From an optimization exercise on the open Yosys and OpenROAD flow, aimed at small area; shortcuts taken in it are not production practice.
Function was checked by simulation only, so behaviour that the tests miss may differ from the original.
Power figures rest on the tool's default switching activity, not on a simulated workload.

===== flow/config.mk =====
export PLATFORM = sky130hd
export DESIGN_NAME = cache_top
export DESIGN_NICKNAME = cache_top
export VERILOG_FILES = /design/flow/design.v
export SDC_FILE = /design/flow/constraint.sdc
export NUM_CORES = 4
export LEC_CHECK = 0
export CAP_MARGIN = 10
export CORE_MARGIN = 2
export CORE_UTILIZATION = 72
export CTS_BUF_LIST = sky130_fd_sc_hd__clkbuf_8
export CTS_CLUSTER_DIAMETER = 80
export CTS_CLUSTER_SIZE = 15
export GPL_TIMING_DRIVEN = 0
export SETUP_SLACK_MARGIN = 0.2
export SLEW_MARGIN = 10
export SYNTH_HIERARCHICAL = 1

===== flow/standard.sh =====
#!/bin/bash
# synth_recipe.tcl (not shown) runs the flow's synth.tcl, then flattens the netlist and writes it again
# the make line also repeats each setting of config.mk as NAME=value (left out here)
make -C /OpenROAD-flow-scripts/flow DESIGN_CONFIG=/design/flow/config.mk WORK_HOME=/design/flow/orfs CLKGATE_MAP_FILE= SYNTH_SCRIPT=/design/flow/synth_recipe.tcl "${@:-finish}"

===== flow/design.v =====
`timescale 1ns/1ps
package cache_pkg;
    localparam int DATA_WIDTH = 8;
    localparam int RAM_DEPTH = 256;
    localparam int ADDR_WIDTH = $clog2(RAM_DEPTH);
    localparam int DEF_WAYS = 4;
    localparam int DEF_SETS = 4;
    localparam int HIT_LATENCY = 2;
    localparam int MISS_LATENCY = 3;
    typedef enum logic {
        OP_READ  = 1'b0,
        OP_WRITE = 1'b1
    } cache_op_e;
    typedef struct packed {
        cache_op_e               op;
        logic [ADDR_WIDTH-1:0]   addr;
        logic [DATA_WIDTH-1:0]   wdata;
    } cache_req_t;
    typedef struct packed {
        logic [DATA_WIDTH-1:0] data;
    } cache_rsp_t;
endpackage
`timescale 1ns/1ps
module ram_aoi3 (
    input  logic [2:0] d,
    input  logic [2:0] s,
    output logic       y
);
    assign y = ~|(d & s);
endmodule
module ram_aoi1 (
    input  logic d,
    input  logic s,
    output logic y
);
    assign y = ~(d & s);
endmodule
module ram_nand_tree (
    input  logic [29:0] n,
    output logic        y
);
    assign y = ~&n;
endmodule
module ram_read_bit (
    input  logic [87:0] d,
    input  logic [87:0] s,
    output logic        y
);
    logic [29:0] n;
    for (genvar i = 0; i < 29; i++) begin : g_aoi
        ram_aoi3 u_aoi (.d(d[i*3 +: 3]), .s(s[i*3 +: 3]), .y(n[i]));
    end
    ram_aoi1 u_last (.d(d[87]), .s(s[87]), .y(n[29]));
    ram_nand_tree u_tree (.n(n), .y(y));
endmodule
module ram_read (
    input  logic [703:0] mem,
    input  logic [87:0]  row,
    output logic [7:0]   rd
);
    for (genvar b = 0; b < 8; b++) begin : g_bit
        logic [87:0] d;
        for (genvar r = 0; r < 88; r++) begin : g_row
            assign d[r] = mem[r*8 + b];
        end
        ram_read_bit u_bit (.d(d), .s(row), .y(rd[b]));
    end
endmodule
module ram_port (
    input  logic wsel,
    input  logic wd,
    input  logic keep,
    input  logic q,
    output logic d
);
    assign d = (wsel & wd) | (keep & q);
endmodule
`timescale 1ns/1ps
`timescale 1ns/1ps
`timescale 1ns/1ps
`timescale 1ns/1ps
module cache_top (
    input  logic       clk,
    input  logic       rst,
    input  logic       req_valid,
    input  logic       req_op,
    input  logic [7:0] req_addr,
    input  logic [7:0] req_wdata,
    output logic       req_ready,
    output logic       done,
    output logic [7:0] rsp_data
);
    localparam logic [1:0] S_IDLE = 2'd0, S_LOOKUP = 2'd1, S_MEM = 2'd2, S_DONE = 2'd3;
    logic [1:0] state_q;
    logic       idle, lookup, mem_st;
    assign idle   = (state_q == S_IDLE);
    assign lookup = (state_q == S_LOOKUP);
    assign mem_st = (state_q == S_MEM);
    assign done   = (state_q == S_DONE);
    assign req_ready = idle;
    logic       accept;
    logic       op_q;
    logic [7:0] addr_q;
    logic [7:0] wd_q;
    assign accept = idle && req_valid;
    always_ff @(posedge clk) begin
        if (accept) begin
            addr_q <= req_addr;
            wd_q   <= req_wdata;
        end
    end
    always_ff @(posedge clk or posedge rst) begin
        if (rst) begin
            op_q <= 1'b0;
        end else if (accept) begin
            op_q <= req_op;
        end
    end
    logic [4:0] pos_q;
    logic [1:0] zc_q;
    always_ff @(posedge clk or posedge rst) begin
        if (rst) begin
            pos_q <= '0;
            zc_q  <= '0;
        end else begin
            pos_q <= pos_q + 5'd1;
            if (zc_q != 2'd3) zc_q <= zc_q + 2'd1;
        end
    end
    logic [7:0] ra;
    assign ra = idle ? req_addr : addr_q;
    logic [5:0] tag_i;
    logic [1:0] setpos;
    logic       at_even;
    assign tag_i   = addr_q[7:2];
    assign setpos  = ra[1:0] + pos_q[1:0];
    assign at_even = !setpos[0];
    logic [3:0][5:0] tslot_q [4];
    logic [3:0] tvld_q  [4];
    logic [3:0] m_now, m_q, m;
    always_comb begin
        for (int j = 0; j < 4; j++) begin
            m_now[j] = tvld_q[{setpos[1], 1'b0}][j] && (tslot_q[{setpos[1], 1'b0}][j] == ra[7:2]);
        end
    end
    always_ff @(posedge clk) begin
        m_q <= m_now;
    end
    assign m = at_even ? m_now : m_q;
    logic hit;
    assign hit = |m;
    logic [3:0] sh;
    assign sh[0] = 1'b1;
    assign sh[1] = ~m[0];
    assign sh[2] = ~(m[0] | m[1]);
    assign sh[3] = ~(m[0] | m[1] | m[2]);
    logic miss_q;
    always_ff @(posedge clk) begin
        miss_q <= mem_st;
    end
    logic upd;
    assign upd = setpos[0] && (lookup || mem_st || (done && !miss_q));
    logic [3:0][5:0] tslot_d [4];
    logic [3:0] tvld_d  [4];
    always_comb begin
        for (int p = 0; p < 4; p++) begin
            tslot_d[p] = tslot_q[(p+3)%4];
            tvld_d[p]  = tvld_q[(p+3)%4];
        end
        for (int p = 0; p < 4; p += 2) begin
            if (upd && setpos == 2'((p+3)%4)) begin
                tslot_d[p][0] = tag_i;
                for (int j = 1; j < 4; j++) begin
                    if (sh[j]) tslot_d[p][j] = tslot_q[(p+3)%4][j-1];
                end
                if (!hit) tvld_d[p] = {tvld_q[(p+3)%4][2:0], 1'b1};
            end
        end
    end
    always_ff @(posedge clk) begin
        for (int p = 0; p < 4; p++) tslot_q[p] <= tslot_d[p];
    end
    always_ff @(posedge clk or posedge rst) begin
        if (rst) begin
            for (int p = 0; p < 4; p++) tvld_q[p] <= '0;
        end else begin
            for (int p = 0; p < 4; p++) tvld_q[p] <= tvld_d[p];
        end
    end
    localparam int RL = 32;
    localparam int NR = 8;
    logic       zero, ram_ok;
    assign zero   = (zc_q != 2'd3);
    assign ram_ok = !zero;
    localparam logic [RL-1:0] PORT = 32'h4924_9249;
    logic [4:0]  wslot;
    logic [7:0]  wring;
    logic [31:0] wss;
    assign wslot = addr_q[4:0] + pos_q;
    always_comb begin
        for (int i = 0; i < RL; i++) wss[i] = (wslot == 5'(i));
        for (int k = 0; k < NR; k++) wring[k] = op_q && (addr_q[7:5] == 3'(k));
    end
    logic [7:0] ring_q [NR][RL];
    logic [7:0] ring_d [NR][RL];
    for (genvar k = 0; k < NR; k++) begin : g_ring
        for (genvar i = 0; i < RL; i++) begin : g_slot
            if (PORT[i]) begin : g_port
                logic wsel, keep;
                assign wsel = wring[k] && wss[(i+RL-1)%RL];
                assign keep = !wsel && !zero;
                for (genvar b = 0; b < 8; b++) begin : g_bit
                    ram_port u_port (.wsel(wsel), .wd(wd_q[b]), .keep(keep),
                                     .q(ring_q[k][(i+RL-1)%RL][b]), .d(ring_d[k][i][b]));
                end
            end else begin : g_shift
                assign ring_d[k][i] = ring_q[k][(i+RL-1)%RL];
            end
        end
    end
    always_ff @(posedge clk) begin
        for (int k = 0; k < NR; k++) begin
            for (int i = 0; i < RL; i++) ring_q[k][i] <= ring_d[k][i];
        end
    end
    localparam int NT = 11;
    logic [4:0]    rslot;
    logic [NT-1:0] rss;
    logic [7:0]    rring;
    logic          at_tap;
    assign rslot  = ra[4:0] + pos_q;
    assign at_tap = |rss;
    always_comb begin
        for (int i = 0; i < NT; i++) rss[i] = (rslot == 5'(3*i));
        for (int k = 0; k < NR; k++) rring[k] = (ra[7:5] == 3'(k));
    end
    logic [NR*NT-1:0]   row;
    logic [NR*NT*8-1:0] tap_flat;
    always_comb begin
        for (int k = 0; k < NR; k++) begin
            for (int i = 0; i < NT; i++) begin
                row[k*NT+i] = rring[k] && rss[i];
                tap_flat[(k*NT+i)*8 +: 8] = ring_q[k][3*i];
            end
        end
    end
    logic [7:0] tap_raw, tap_rd;
    ram_read u_read (.mem(tap_flat), .row(row), .rd(tap_raw));
    assign tap_rd = ram_ok ? tap_raw : 8'h00;
    logic       fwd;
    logic [7:0] cap_q;
    assign fwd = op_q && (addr_q == ra);
    always_ff @(posedge clk) begin
        if (at_tap) cap_q <= fwd ? wd_q : tap_rd;
    end
    logic [7:0] rsp_d;
    assign rsp_d = op_q ? 8'h00 : (at_tap ? tap_rd : cap_q);
    logic [7:0] rsp_q;
    always_ff @(posedge clk or posedge rst) begin
        if (rst) begin
            rsp_q <= '0;
        end else if (done) begin
            rsp_q <= rsp_d;
        end
    end
    assign rsp_data = done ? rsp_d : rsp_q;
    always_ff @(posedge clk or posedge rst) begin
        if (rst) begin
            state_q <= S_IDLE;
        end else begin
            case (state_q)
                S_IDLE:   if (req_valid) state_q <= S_LOOKUP;
                S_LOOKUP: state_q <= hit ? S_DONE : S_MEM;
                S_MEM:    state_q <= S_DONE;
                default:  state_q <= S_IDLE;
            endcase
        end
    end
endmodule

===== flow/flow/run.sh =====
#!/bin/bash
# Standard layout with three changes to how it is built: clock tree synthesis
# leaves out dummy loads and uses larger sink clusters; the port buffers are
# plain buf_2 cells; the synthesis step runs first on its own, unchanged.
# Each tool's output goes to the ORFS logs; make's output goes to *.log here.
set -euo pipefail
bash standard.sh synth > standard_synth.log 2>&1
export CTS_ARGS="-sink_clustering_enable -repair_clock_nets -dont_use_dummy_load -sink_clustering_size 18 -sink_clustering_max_diameter 80 -buf_list sky130_fd_sc_hd__clkbuf_8"
export BUFFER_PORTS_ARGS="-buffer_cell sky130_fd_sc_hd__buf_2"
bash standard.sh > standard.log 2>&1

===== flow/constraint.sdc =====
create_clock -name core_clock -period 10.0 [get_ports {clk}]
set_input_delay 2.0000 -clock core_clock [delete_from_list [all_inputs] [get_ports {clk}]]
set_output_delay 2.0000 -clock core_clock [all_outputs]
set_load 0.01 [all_outputs]

==> results of run 1 <==
[cells in the mapped netlist (2+ instances only)]
cell | count | area (um^2)
a22oi_1 | 2 | 15.01
nor4_1 | 21 | 131.4
o311ai_0 | 5 | 43.79
or2_2 | 2 | 12.51
nand3_1 | 43 | 215.2
a32oi_1 | 2 | 17.52
clkbuf_1 | 44 | 165.2
dfxtp_1 | 2149 | 43020
dfrtp_1 | 34 | 850.8
buf_2 | 7 | 35.03
mux2_2 | 54 | 608.1
o21ai_0 | 16 | 80.08
nor2b_1 | 102 | 638.1
o211ai_2 | 8 | 100.1
mux2i_2 | 2 | 27.53
a21oi_1 | 10 | 50.05
mux2_1 | 5 | 56.30
nor3_1 | 7 | 35.03
o311ai_1 | 3 | 26.28
a31oi_1 | 3 | 18.77
xnor2_1 | 34 | 297.8
inv_1 | 26 | 97.59
mux2i_1 | 24 | 240.2
nand2b_1 | 14 | 87.58
o22a_1 | 2 | 17.52
nand2_1 | 56 | 210.2
fa_1 | 2 | 40.04
xnor3_1 | 2 | 45.04
o31a_1 | 2 | 17.52
nor2_1 | 190 | 713.2
a222oi_1 | 232 | 2322
buf_6 | 2 | 22.52
a21o_1 | 2 | 15.01
xor2_1 | 17 | 148.9
or3_1 | 5 | 31.28
ha_1 | 15 | 187.7
a22o_1 | 704 | 6166
and2_1 | 2 | 12.51
edfxtp_1 | 24 | 720.7
nand4_1 | 61 | 381.6
nand3b_1 | 2 | 15.01
[per-layer routing]
layer  part of all wire [%]  wire length, um
met2                     45            67080
met1                     41            60680
met4                    5.2             7775
met3                    9.5            14230
met5                  0.018               27
[kinds of logic after synthesis]
family / count (synthesis) / synth area share (%)
AOI/OAI and AO/OA: 999 / 15.41
xor gates and xnor gates: 55 / 0.9209
adders and majority gates: 17 / 0.3916
buffers and inverters: 81 / 0.5637
DFF: 2207 / 76.68
muxes: 86 / 1.642
and+or+nand+nor: 512 / 4.396
[report_power, final]
group / leakage [nW] / total, mW / internal (mW) / switching [mW]
Clock: 1.01 / 3.72 / 1.26 / 2.45
Combinational: 5.23 / 2.12 / 0.824 / 1.29
Sequential: 18.0 / 10.2 / 9.70 / 0.456
[through the flow]
stage               instance area (um^2)  hold slack (ns)
finish                             62710           0.2717
detailed placement                 60570           0.3121
CTS                                62640           0.2786
global placement                   59620           0.3098
global route                       62710           0.2720
floorplan                          58150           0.3096
[placed cells by master, fill, tap and decap left out, types with 5 or more instances in the layout]
cell type / n
inv_1: 25
nand3_2: 8
o311ai_0: 5
nand2b_1: 14
clkbuf_8: 140
buf_4: 8
or3_1: 5
buf_6: 5
edfxtp_1: 24
mux2_1: 5
dfrtp_1: 34
buf_2: 36
mux2i_1: 21
buf_8: 35
nor3_1: 7
nor2_1: 190
nand4_1: 61
a21oi_1: 10
clkbuf_1: 42
o211ai_2: 8
xnor2_1: 34
xor2_1: 17
ha_1: 15
nand3_1: 35
buf_16: 13
o21ai_0: 16
nand2_1: 54
a222oi_1: 232
mux2_2: 54
nor2b_1: 102
dfxtp_1: 2149
nor4_2: 10
a22o_1: 704
nor4_1: 11
[repair_timing]
item,CTS,global route
setup endpoints to repair,8,8
buffers inserted,9,0
resized for setup,10,11
hold buffers,0,0
[state kept, by name, summed over array words and instances, names as in the netlist]
| register | flops |
|---|---|
| addr_q | 8 |
| wd_q | 8 |
| pos_q | 5 |
| cap_q | 8 |
| tslot_q | 96 |
| state_q | 2 |
| zc_q | 2 |
| tvld_q | 16 |
| m_q | 4 |
| miss_q | 1 |
| ring_q | 2048 |
| op_q | 1 |
| rsp_q | 8 |
[modules after synthesis (local to each module, per instance), a selection]
module / flops+latches / cell area (um^2) / cells / copies in the design
ram_aoi3: 0 / 10.01 / 1 / 232
ram_nand_tree: 0 / 63.81 / 11 / 8
ram_port: 0 / 8.758 / 1 / 704
cache_top: 2207 / 49120 / 2925 / 1
ram_aoi1: 0 / 3.754 / 1 / 8
[final cells by class]
type / count / area share [%]
well taps: 1060 / 2.115
flip-flops and latches: 2207 / 71.11
plain buffers: 54 / 0.3671
clock buffers: 140 / 3.072
inverters: 27 / 0.1616
multi-input cells: 1669 / 21.32
diodes: 2 / 0.007980
repair buffers: 90 / 1.853
[worst min-delay path by stage]
| stage | from | to | slack [ns] | cells past startpoint |
|---|---|---|---|---|
| final | ring_q[48][4] | ring_q[49][4] | 0.27 | 0 |
| after global routing | ring_q[48][4] | ring_q[49][4] | 0.27 | 0 |
| after CTS | ring_q[48][4] | ring_q[49][4] | 0.28 | 0 |
| after detailed placement | ring_q[100][0] | ring_q[101][0] | 0.31 | 0 |
| after global placement | ring_q[202][0] | ring_q[203][0] | 0.31 | 0 |
| after floorplan | ring_q[100][0] | ring_q[101][0] | 0.31 | 0 |
[worst max-delay path: cells and delay by family]
family                   cells  cell delay (ns)
AO/OA/AOI/OAI                3             0.95
adder cells (fa/ha/maj)      1             0.28
AND/OR/NAND/NOR              7             2.47
multiplexers                 1             0.39
XOR/XNOR                     1             0.46
buffers and inverters        5             1.14
==> summary.txt, run 1 <==
status no timing/DRC/antenna violations; Power, Total 15.99 mW; TritonCTS clock tree done; register area 44,590 um^2; worst path cell trace buf_2 > mux2i_4 > inv_1 > ha_1 > buf_2 > or2_2 > o31a_1 > xnor2_1 > or3b_2 > clkbuf_2 > nor2_1 > a222oi_1 > nand4_1 > nor4_1 > nand2_1 > nand3_1 > o211ai_2 > buf_2; placed cells 5,098; Max-Cap Viols 0; most crowded layer after global routing met2; CTS Sinks 2,207; final setup fails 0; Routability Congestion 0.9685; R2R Path Start state_q[1]; Filler Cell Count about 4.7k; largest net degree at the start of global routing 35; worst slack at placement -0.3860 ns; Final ANT Viol Nets 0; Port Buffer Count 29; PnR worst setup slack a little under 0.3 ns; reg2reg setup slack 3.07 ns; FF-to-FF path depth 20; Clock Latency Late Sink 0.85 ns; antenna violations before repair 8; WL/cell about 29 um; post-layout min period 9.703 ns; Worst Path Class, Setup in -> out; Req. time, crit path 8.00 ns; row count 104; EDFF count, synth 24; Hold Path Class reg -> reg; die area slightly above 80,000 um^2; die height slightly below 300 um; measured slew at the worst slew-check pin 1.397 ns; Tot GR Track Use 35.45%; Max Slew Vio Count 0; Worst path slowest cell a222oi_1; PD cells ~250 nW/um^2; Final Hold Viols 0; post-layout util about four fifths; GR Util met2 54.83%; initial core utilization between 70% and 80%; crit end category output port; clk buf depth 3; Max VDD drop 0.2547 mV; Syn. warnings 19; Placeable Area between 80,000 and 90,000 um^2; Reg clk slew, reported paths 0.10 ns; final cell count without fillers 5,249; # IOs 30; RSZ-0062 raised after global routing no; Async S/R FF share, synth 1.541%; Max Clock Freq about 0.10 GHz; global-route wire length before repair roughly 220,000 um; layout cell share with drive strength beyond 1 8.144%; TNS Setup 0 ns; post-synth cell types 61; Post-Synthesis Cells a little under 4k; Setup crit start req_addr[3]; Die W 288.2 um; RR Endpoint cap_q[2]; Most common cell on crit path buf_2; register area share after synthesis between 70% and 80%; Worst Setup Start Kind primary input; htree depth 4; Crit path largest cell delay ~0.68 ns; initial drt markers 5,258; period utilization 97.03%; Slew headroom 6.578%; crit-path max FO 9; Fin Clk Skew 0.07691 ns; global routing usage on met3 6.722%; leak pwr 24.23 nW; global route overflow 0; Synth Cell Area 58,150 um^2; flops & latches, synth 2,207; GRT met1 Usage about half; vias in the first global route 34.06k; Routed WL between 100,000 and 150,000 um; clk root buf clkbuf_8; syn_nets 3,994; multi-input logic area 13,370 um^2; Pre-antenna DRT Iters 14; crit path DAT 7.70 ns; Via density 6.631; TritonCTS Buffers 140; synthesis-to-finish area growth 7.842%; Avg Cell Area, Syn 14.70 um^2; Synth Flop Type dfxtp_1; drc violations 0; Vias 34.81k; CP Capture Point rsp_data[2]; Final #Nets ~4.2k; Final HPWL DP 102,000 um
==> run 2, diff against run 1 <==
==> flow/flow/run.sh (replaced) <==
#!/bin/bash
# Standard layout with three changes to how it is built: clock tree synthesis
# leaves out dummy loads and uses clkbuf_4 cells for small sink clusters; the port buffers are
# plain buf_2 cells; the synthesis step runs first on its own, unchanged.
# Each tool's output goes to the ORFS logs; make's output goes to *.log here.
set -euo pipefail
bash standard.sh synth > standard_synth.log 2>&1
export CTS_ARGS="-sink_clustering_enable -repair_clock_nets -dont_use_dummy_load -sink_clustering_size 10 -sink_clustering_max_diameter 60 -buf_list sky130_fd_sc_hd__clkbuf_4"
export BUFFER_PORTS_ARGS="-buffer_cell sky130_fd_sc_hd__buf_2"
bash standard.sh > standard.log 2>&1
==> summary.txt, run 2 <==
Vias 35.13k (+0.94%); Sw Ratio 26.84% (+0.57 points); Async S/R FF share, synth 1.541% (unchanged); antenna violations before repair 8 (unchanged); flops & latches, synth 2,207 (unchanged); Final ANT Viol Nets 0 (unchanged); die height 288.2 um (unchanged); PD cells 253.6 nW/um^2 (-0.56%); Worst Path Class, Setup reg -> out; Final #Nets 4,323 (+2.3%); EDFF count, synth 24 (unchanged); final cell count without fillers 5,355 (+2.0%); Final Hold Viols 0 (unchanged); most frequent cells in the layout dfxtp_1, a22o_1, clkbuf_4; final setup fails 0 (unchanged); Tot GR Track Use 35.66% (+0.21 points); worst path cell trace inv_1 > ha_1 > buf_6 > buf_2 > mux2_2 > ha_1 > inv_1 > fa_1 > buf_2 > buf_2 > nand2_1 > inv_1 > nand3_2 > nor2_1 > a222oi_1 > nand4_1 > nor4_2 > nand2_1 > nand3_1 > o211ai_2 > buf_2; CTS Hold Buffers Added 0 (unchanged); status no timing/DRC/antenna violations; Via density 6.560 (-1.1%); Top reg by flops ring_q; row count 104 (unchanged); Worst Setup Start Kind register; crit end category output port; Filler Cell Count 4,761 (+1.7%); power share of the combinational group 13.4% (+0.2 points); crit path DAT 7.75 ns (+0.05 ns); Setup crit start state_q[1]; Most common cell on crit path buf_2; biggest regs ring_q: 2048 flops, tslot_q: 96 flops, tvld_q: 16 flops; synthesis-to-finish area growth 7.690%; Req. time, crit path 8.00 ns (about the same); RR Endpoint cap_q[0]; most common cell after layout, fill and taps aside dfxtp_1; Max Clock Freq 0.1026 GHz (-0.48%); leak pwr 24.32 nW (+0.38%); Routed WL 149,700 um (about the same); clk root buf clkbuf_4; sw power 4.262 mW (+1.4%); clock network fraction of total power 22.7% (-0.5 points); initial core utilization 72.43% (unchanged); RSZ-0062 raised after global routing yes; Top delay family on crit path simple AND/OR/NAND/NOR gates; top cells by count, synth dfxtp_1, a22o_1, a222oi_1; global route overflow 0 (unchanged); Placeable Area 80,290 um^2 (unchanged); register area share after synthesis 76.68% (unchanged); measured slew at the worst slew-check pin 1.370 ns (-0.02732 ns); Max Slew Vio Count 0 (unchanged); Final HPWL DP 102,000 um (unchanged); Routability Congestion 0.9685 (unchanged); Synth Cell Area 58,150 um^2 (unchanged); reg2reg setup slack 3.35 ns (+0.28 ns); count leader, synth dfxtp_1; Max VDD drop 0.1994 mV (-22%); global-route wire length before repair 217,500 um (+0.60%); internal power 11.62 mW (-1.5%); Max-Cap Viols 0 (unchanged); syn_nets 3,994 (unchanged); Port Buffer Count 29 (unchanged); Reg clk slew, reported paths 0.11 ns (about the same); Worst path slowest cell nor4_2; Pre-antenna DRT Iters 12 (-2); layout cell share with drive strength beyond 1 10.29% (+2.1 points); period utilization 97.50% (+0.47 points); Slew headroom 8.405% (+1.8 points); post-synth cell types 61 (unchanged); TritonCTS clock tree done; htree depth 4 (unchanged); drc violations 0 (unchanged); # IOs 30 (unchanged); Die W 288.2 um (unchanged); Hold Path Class reg -> reg; WL/cell 27.95 um (-2.0%); Clock Latency Late Sink 1.20 ns (+0.35 ns); CP Capture Point rsp_data[3]; Fin Clk Skew 0.1181 ns (+0.04116 ns); initial drt markers 4,896 (-6.9%); largest area contributor in the netlist dfxtp_1; post-layout min period 9.750 ns (+0.04697 ns); CP bufs+invs 8 (+3); TritonCTS Buffers 239 (+71%); Reg power frac 63.9% (+0.4 points); max FFs per register 2,048 (unchanged); clk buf depth 3 (unchanged); vias in the first global route 34.86k (+2.3%); largest net degree at the start of global routing 35 (unchanged); die area 83,060 um^2 (unchanged); Syn. warnings 19 (unchanged); FF-to-FF path depth 20 (unchanged); Crit path largest cell delay 0.64 ns (-0.04 ns); CTS Sinks 2,207 (unchanged); Avg Cell Area, Syn 14.70 um^2 (unchanged); Critical Path Stages 21 (+3); R2R Path Start state_q[1]; placed cells 5,098 (unchanged); post-layout util 78.00% (-0.11 points); top cells by area, synth dfxtp_1, a22o_1, a222oi_1; share of the synthesized area in the top cell type 73.98% (unchanged); crit-path max FO 10 (+1); Synth Flop Type dfxtp_1; Post-Synthesis Cells 3,957 (unchanged)
==> run 2: cell counts after synthesis <==
No cell type changed its count.
==> run 2: routing by layer <==
| layer | GRT usage, % | vias up | wire length (um) |
|---|---|---|---|
| met1 | 48.39 | 17140 | 60030 |
| met4 | 19.25 | 2 | 8635 |
| met5 | 0 | - | 10 |
| met3 | 7.457 | 484 | 15170 |
| li1 | - | 15470 | - |
| met2 | 54.28 | 2040 | 65850 |
==> run 2: metrics by stage <==
step                hold slack [ns]  total power, mW  instance area, um^2  setup TNS [ns]  worst slack, ns
CTS                          0.2547            15.86                62560               0           0.2496
finish                       0.2505            15.88                62630               0           0.2498
global placement             0.3098            12.12                59620          -4.513          -0.6429
floorplan                    0.3096            11.39                58150               0            2.678
detailed placement           0.3121            12.36                60570          -2.383          -0.3860
global route                 0.2691            16.43                62610               0           0.1581
==> run 2: worst min path at each step <==
stage	start	endpoint	cells after the start
6_report	ring_q[48][4]	ring_q[49][4]	0
5_1_grt	ring_q[38][2]	ring_q[39][2]	0
4_1_cts	ring_q[36][2]	ring_q[37][2]	0
3_5_place_dp	ring_q[100][0]	ring_q[101][0]	0
3_3_place_gp	ring_q[202][0]	ring_q[203][0]	0
2_1_floorplan	ring_q[100][0]	ring_q[101][0]	0
==> run 2: layout make-up <==
class                   instances  area, um^2  share of cell area [%]
repair buffers                 88        1147                   1.832
plain buffers                  54       232.7                  0.3716
flip-flops and latches       2207       44590                   71.21
clock buffers                 239        1794                   2.865
diodes                         11       27.53                 0.04395
well taps                    1060        1326                   2.118
inverters                      27       101.3                  0.1618
multi-input cells            1669       13400                   21.40
==> run 2: worst register-to-register path, cell delays in order (launching register included) <==
cell      delay, ns
dfrtp_1        0.44
inv_1          0.12
ha_1           0.20
buf_6          0.14
buf_2          0.29
mux2_2         0.21
ha_1           0.18
inv_1          0.06
fa_1           0.48
buf_2          0.29
buf_2          0.37
buf_2          0.37
nor2_1         0.22
nand3_4        0.44
nor2_1         0.26
a222oi_1       0.65
nand4_1        0.43
nor4_1         0.58
nand2_1        0.34
nand3_1        0.18
o21ai_0        0.10
==> run 2: power by group through the flow <==
stage               clock network [mW]  registers (mW)  logic (mW)
floorplan                            0            10.2        1.19
global placement                     0            10.5        1.62
detailed placement                   0            10.3        2.02
CTS                               3.65            10.1        2.07
global route                      3.99            10.2        2.23
finish                            3.60            10.2        2.12
==> run 2: logic make-up (layout without fill, tap and decap cells) <==
group           count (synthesis)  in the layout  synth area share, %
other cells                     0             11                    0
mux                            86             86                1.642
simple gates                  512            512                4.396
xor+xnor                       55             55               0.9209
buf+inv                        81            408               0.5637
compound gates                999            999                15.41
fa+ha+maj                      17             17               0.3916
flops                        2207           2207                76.68
==> run 2: timing repair <==
action | in CTS | in global routing
setup buffers | 7 | 0
endpoints found under the setup margin | 8 | 8
resized for setup | 22 | 5
pin swaps | 1 | 2
==> run 2: per-module statistics from Yosys, one instance, submodules excluded, a selection <==
module         cells  copies in the design  flops+latches  cell area (um^2)
ram_aoi1           1                     8              0             3.754
cache_top       2925                     1           2207             49120
ram_nand_tree     11                     8              0             63.81
ram_port           1                   704              0             8.758
ram_aoi3           1                   232              0             10.01

-- separate check: timing with driven ports --
In the flow no input, the clock included, has a driving cell. The finished layouts below were timed again as built, in two steps. Step 1 (the two cells are an assumption about what drives the block):
set clk [get_ports {clk}]
set_driving_cell -lib_cell sky130_fd_sc_hd__clkbuf_16 $clk
set_driving_cell -lib_cell sky130_fd_sc_hd__buf_2 [delete_from_list [all_inputs] $clk]
Step 2 moves the port delays by t, midway between the first and last clock arrival at a register: inputs arrive t later, outputs are due t later. That takes back most of the time a late clock gives input paths. Slacks: no drivers / after step 1 / after step 2; pairs: no drivers / after step 1.
| run | t, ns | setup slack, ns | clock arrival spread, ns | worst data-port slew with drivers (ns) | pins driven straight from the clock port |
|---|---|---|---|---|---|
| run 1 | 0.881 | 0.297 / 0.265 / 0.275 | 0.088 / 0.088 | 0.04 | 1 |
| run 2 | 1.214 | 0.250 / 0.177 / 0.343 | 0.129 / 0.129 | 0.04 | 1 |
After both steps every run listed still meets setup and hold. The setup slack of run 1, which loses most, moves by -0.032 ns with the drivers and by -0.022 ns with both steps.
